This is an optimization exercise on Yosys and OpenROAD, whose aim is small area, a short achievable clock period and few clock cycles per item, not a production implementation.
RTL that was checked went through simulation tests only; none was proved equivalent to the original.

// link_force_sequencer
module link_force_sequencer #(
  parameter int SIZE       = mi_pipeline_pkg::SIZE,
  parameter int ADDR_WIDTH = mi_pipeline_pkg::ADDR_WIDTH,
  parameter int LINK_WIDTH = mi_pipeline_pkg::LINK_WIDTH,
  parameter int K_WIDTH    = mi_pipeline_pkg::K_WIDTH,
  parameter int FRAC       = mi_pipeline_pkg::FRAC
) (
  input  logic                      clk,
  input  logic                      rst_n,
  input  logic                      start,
  input  logic [LINK_WIDTH:0]       n_links,
  input  logic                      cfg_we,
  input  logic [LINK_WIDTH-1:0]     cfg_addr,
  input  logic [ADDR_WIDTH-1:0]     cfg_mass_a,
  input  logic [ADDR_WIDTH-1:0]     cfg_mass_b,
  input  logic signed [K_WIDTH-1:0] cfg_k,
  output logic [ADDR_WIDTH-1:0]     r_addr_q1,
  output logic [ADDR_WIDTH-1:0]     r_addr_q2,
  input  logic signed [SIZE-1:0]    q1,
  input  logic signed [SIZE-1:0]    q2,
  output logic                      out_valid,
  input  logic                      out_ready,
  output logic [ADDR_WIDTH-1:0]     out_mass_a,
  output logic [ADDR_WIDTH-1:0]     out_mass_b,
  output logic signed [SIZE-1:0]    out_force,
  output logic                      busy,
  output logic                      done
);
  localparam int PW = SIZE + 1 + K_WIDTH;   
  localparam int HW = PW - FRAC;            
  localparam int ND = K_WIDTH / 2;          
  localparam int LO = mi_pipeline_pkg::CS_LO;
  logic                  active;    
  logic                  zdone;     
  logic                  iss;       
  logic [LINK_WIDTH-1:0] idx;       
  logic [LINK_WIDTH-1:0] idx_d;
  logic [LINK_WIDTH-1:0] ntx;       
  ...
For scale: about 2600 cells after synthesis, about 630 flip-flops, roughly 140 I/O pins, about 35000 um^2 of cells after synthesis.
export LEC_CHECK = 0
export CAP_MARGIN = 20
export CORE_MARGIN = 2
export CORE_UTILIZATION = 40
export SETUP_SLACK_MARGIN = 4.4
export SLEW_MARGIN = 20
create_clock -name core_clock -period 8.0 [get_ports {clk}]
standard.sh (not shown) runs the stock make flow with config.mk's settings and CLKGATE_MAP_FILE= SYNTH_SCRIPT=/design/flow/synth_recipe.tcl, a recipe that flattens the netlist after the stock synthesis.
==> flow/flow/run.sh <==
#!/bin/bash
# The standard layout (standard.sh), with the port buffers that
# buffer_ports inserts made sky130_fd_sc_hd__buf_2 cells.
set -euo pipefail
bash standard.sh "BUFFER_PORTS_ARGS=-buffer_cell sky130_fd_sc_hd__buf_2" finish > standard_make.log 2>&1
Next try:
--- a/flow/design.v
+++ b/flow/design.v
@@ -20,34 +20,48 @@
   input  logic signed [K_WIDTH-1:0]   wk,
   input  logic [LINK_WIDTH-1:0]       raddr,
   output logic                        rvalid,
   output logic signed [K_WIDTH-1:0]   rk,
   input  logic [LINK_WIDTH-1:0]       paddr,
   output logic [2*ADDR_WIDTH-1:0]     pmass
 );
   localparam int DEPTH = 1 << LINK_WIDTH;
-  logic [DEPTH-1:0]        vld;
-  logic [2*ADDR_WIDTH-1:0] m_mem [DEPTH];
-  logic [K_WIDTH-1:0]      k_mem [DEPTH];
+  localparam int MW    = 2 * ADDR_WIDTH;
+  logic [DEPTH-1:0]              vld;
+  logic [DEPTH-1:0][MW-1:0]      m_ent;
+  logic [DEPTH-1:0][K_WIDTH-1:0] k_ent;
+  logic [DEPTH-1:0]              rsel;
+  logic [DEPTH-1:0]              psel;
   always_ff @(posedge clk or negedge rst_n) begin
     if (!rst_n)
       vld <= '0;
     else if (we)
       vld[waddr] <= 1'b1;
   end
-  always_ff @(posedge clk) begin
-    if (we) begin
-      m_mem[waddr] <= {wmass_a, wmass_b};
-      k_mem[waddr] <= wk;
+  for (genvar e = 0; e < DEPTH; e++) begin : g_ent
+    always_ff @(posedge clk) begin
+      if (we && waddr == e) begin
+        m_ent[e] <= {wmass_a, wmass_b};
+        k_ent[e] <= wk;
+      end
+    end
+    assign rsel[e] = (raddr == e);
+    assign psel[e] = (paddr == e);
+  end
+  always_comb begin
+    rvalid = 1'b0;
+    rk     = '0;
+    pmass  = '0;
+    for (int e = 0; e < DEPTH; e++) begin
+      rvalid = rvalid | (rsel[e] & vld[e]);
+      rk     = rk | ({K_WIDTH{rsel[e] & vld[e]}} & k_ent[e]);
+      pmass  = pmass | ({MW{psel[e]}} & m_ent[e]);
     end
   end
-  assign rvalid = vld[raddr];
-  assign rk     = vld[raddr] ? k_mem[raddr] : '0;
-  assign pmass  = m_mem[paddr];
 endmodule
 module link_force_sequencer #(
   parameter int SIZE       = mi_pipeline_pkg::SIZE,
   parameter int ADDR_WIDTH = mi_pipeline_pkg::ADDR_WIDTH,
   parameter int LINK_WIDTH = mi_pipeline_pkg::LINK_WIDTH,
   parameter int K_WIDTH    = mi_pipeline_pkg::K_WIDTH,
   parameter int FRAC       = mi_pipeline_pkg::FRAC
 ) (
@@ -78,16 +92,17 @@
   localparam int LO = mi_pipeline_pkg::CS_LO;
   logic                  active;    
   logic                  zdone;     
   logic                  iss;       
   logic [LINK_WIDTH-1:0] idx;       
   logic [LINK_WIDTH-1:0] idx_d;
   logic [LINK_WIDTH-1:0] ntx;       
   logic [LINK_WIDTH-1:0] last;      
+  logic                  olast;     
   logic                  stall;
   logic                  xfer;
   logic                  issue;
   logic                  fin;
   logic                  start_go;
   logic                  we;
   logic                         t_valid;
   logic        [K_WIDTH-1:0]    t_k;
@@ -111,17 +126,17 @@
   logic [PW-1:LO]               s2_c;
   logic                         s2_cl;
   logic [2*ADDR_WIDTH-1:0]      s2_m;
   logic [PW-1:LO]         prod;
   logic [HW-1:0]          hi;
   logic [SIZE-1:0]        force_d;
   assign stall    = out_valid & ~out_ready;
   assign xfer     = out_valid & out_ready;
-  assign fin      = xfer & (ntx == last);
+  assign fin      = out_ready & olast;
   assign done     = fin | zdone;
   assign busy     = active & ~fin;
   assign start_go = start & ~active & (n_links != '0);
   assign issue    = start_go | iss;
   assign we       = cfg_we & ~active;
   always_comb begin
     if (fin)
       idx_d = '0;
@@ -160,27 +175,30 @@
   always_ff @(posedge clk or negedge rst_n) begin
     if (!rst_n) begin
       active   <= 1'b0;
       zdone    <= 1'b0;
       iss      <= 1'b0;
       idx      <= '0;
       ntx      <= '0;
       last     <= '0;
+      olast    <= 1'b0;
       s1_valid <= 1'b0;
       s2_valid <= 1'b0;
     end else begin
       zdone <= start & ~active & (n_links == '0);
       idx   <= idx_d;
       if (start_go) begin
         active <= 1'b1;
         last   <= LINK_WIDTH'(n_links - 1'b1);
       end else if (fin) begin
         active <= 1'b0;
       end
+      if (!stall)
+        olast <= s2_valid & ~fin & ((out_valid ? ntx + 1'b1 : ntx) == last);
       if (fin) begin
         ntx <= '0;
         iss <= 1'b0;
       end else if (stall) begin
         iss      <= (ntx != last);
         s1_valid <= 1'b0;
         s2_valid <= 1'b0;
       end else begin
After rerunning: The changed run completed with no timing, DRC or antenna violations; design area hardly moves; sequential cell count grows by 5; core utilization increases by 1.0 points; routed wire length climbs by 16%; die area is lower by 2.1%; non-clock buffer count rises by 51; worst hold slack improves by 6.5 ps; clock skew rose by 4.8 ps.
Testbench counts after the change, summed over its fixed seeds: cycles 6,298, items 5,157.
For the first run of this note, only the layout was checked, not whether the RTL still works.

==> separate check: timing with driven ports <==
In the flow no input, the clock included, has a driving cell. The finished layouts below were timed again as built, in two steps.
Step 1 sets driving cells, clkbuf_16 on the clock port and buf_2 on the other inputs (assumed; they add their load-dependent delay and slew).
Step 2 times the ports against the registers' clock, not the clock port: input delays grow and output delays shrink by t, the midpoint of the rising clock arrivals with the driver on.
Three values: ideal, step 1, step 2; two values: the first two.
run | shift t [ns] | setup WS [ns] | slew at the worst register clock pin (ns)
the first run | 0.686 | 3.900 / 3.835 / 3.852 | 0.07 / 0.07
the second run | 0.677 | 4.192 / 4.202 / 3.524 | 0.07 / 0.07
After both steps setup and hold are still met in every run listed. The setup slack of the second run, which loses most, moves by +0.010 ns with the drivers and by -0.668 ns with both steps.
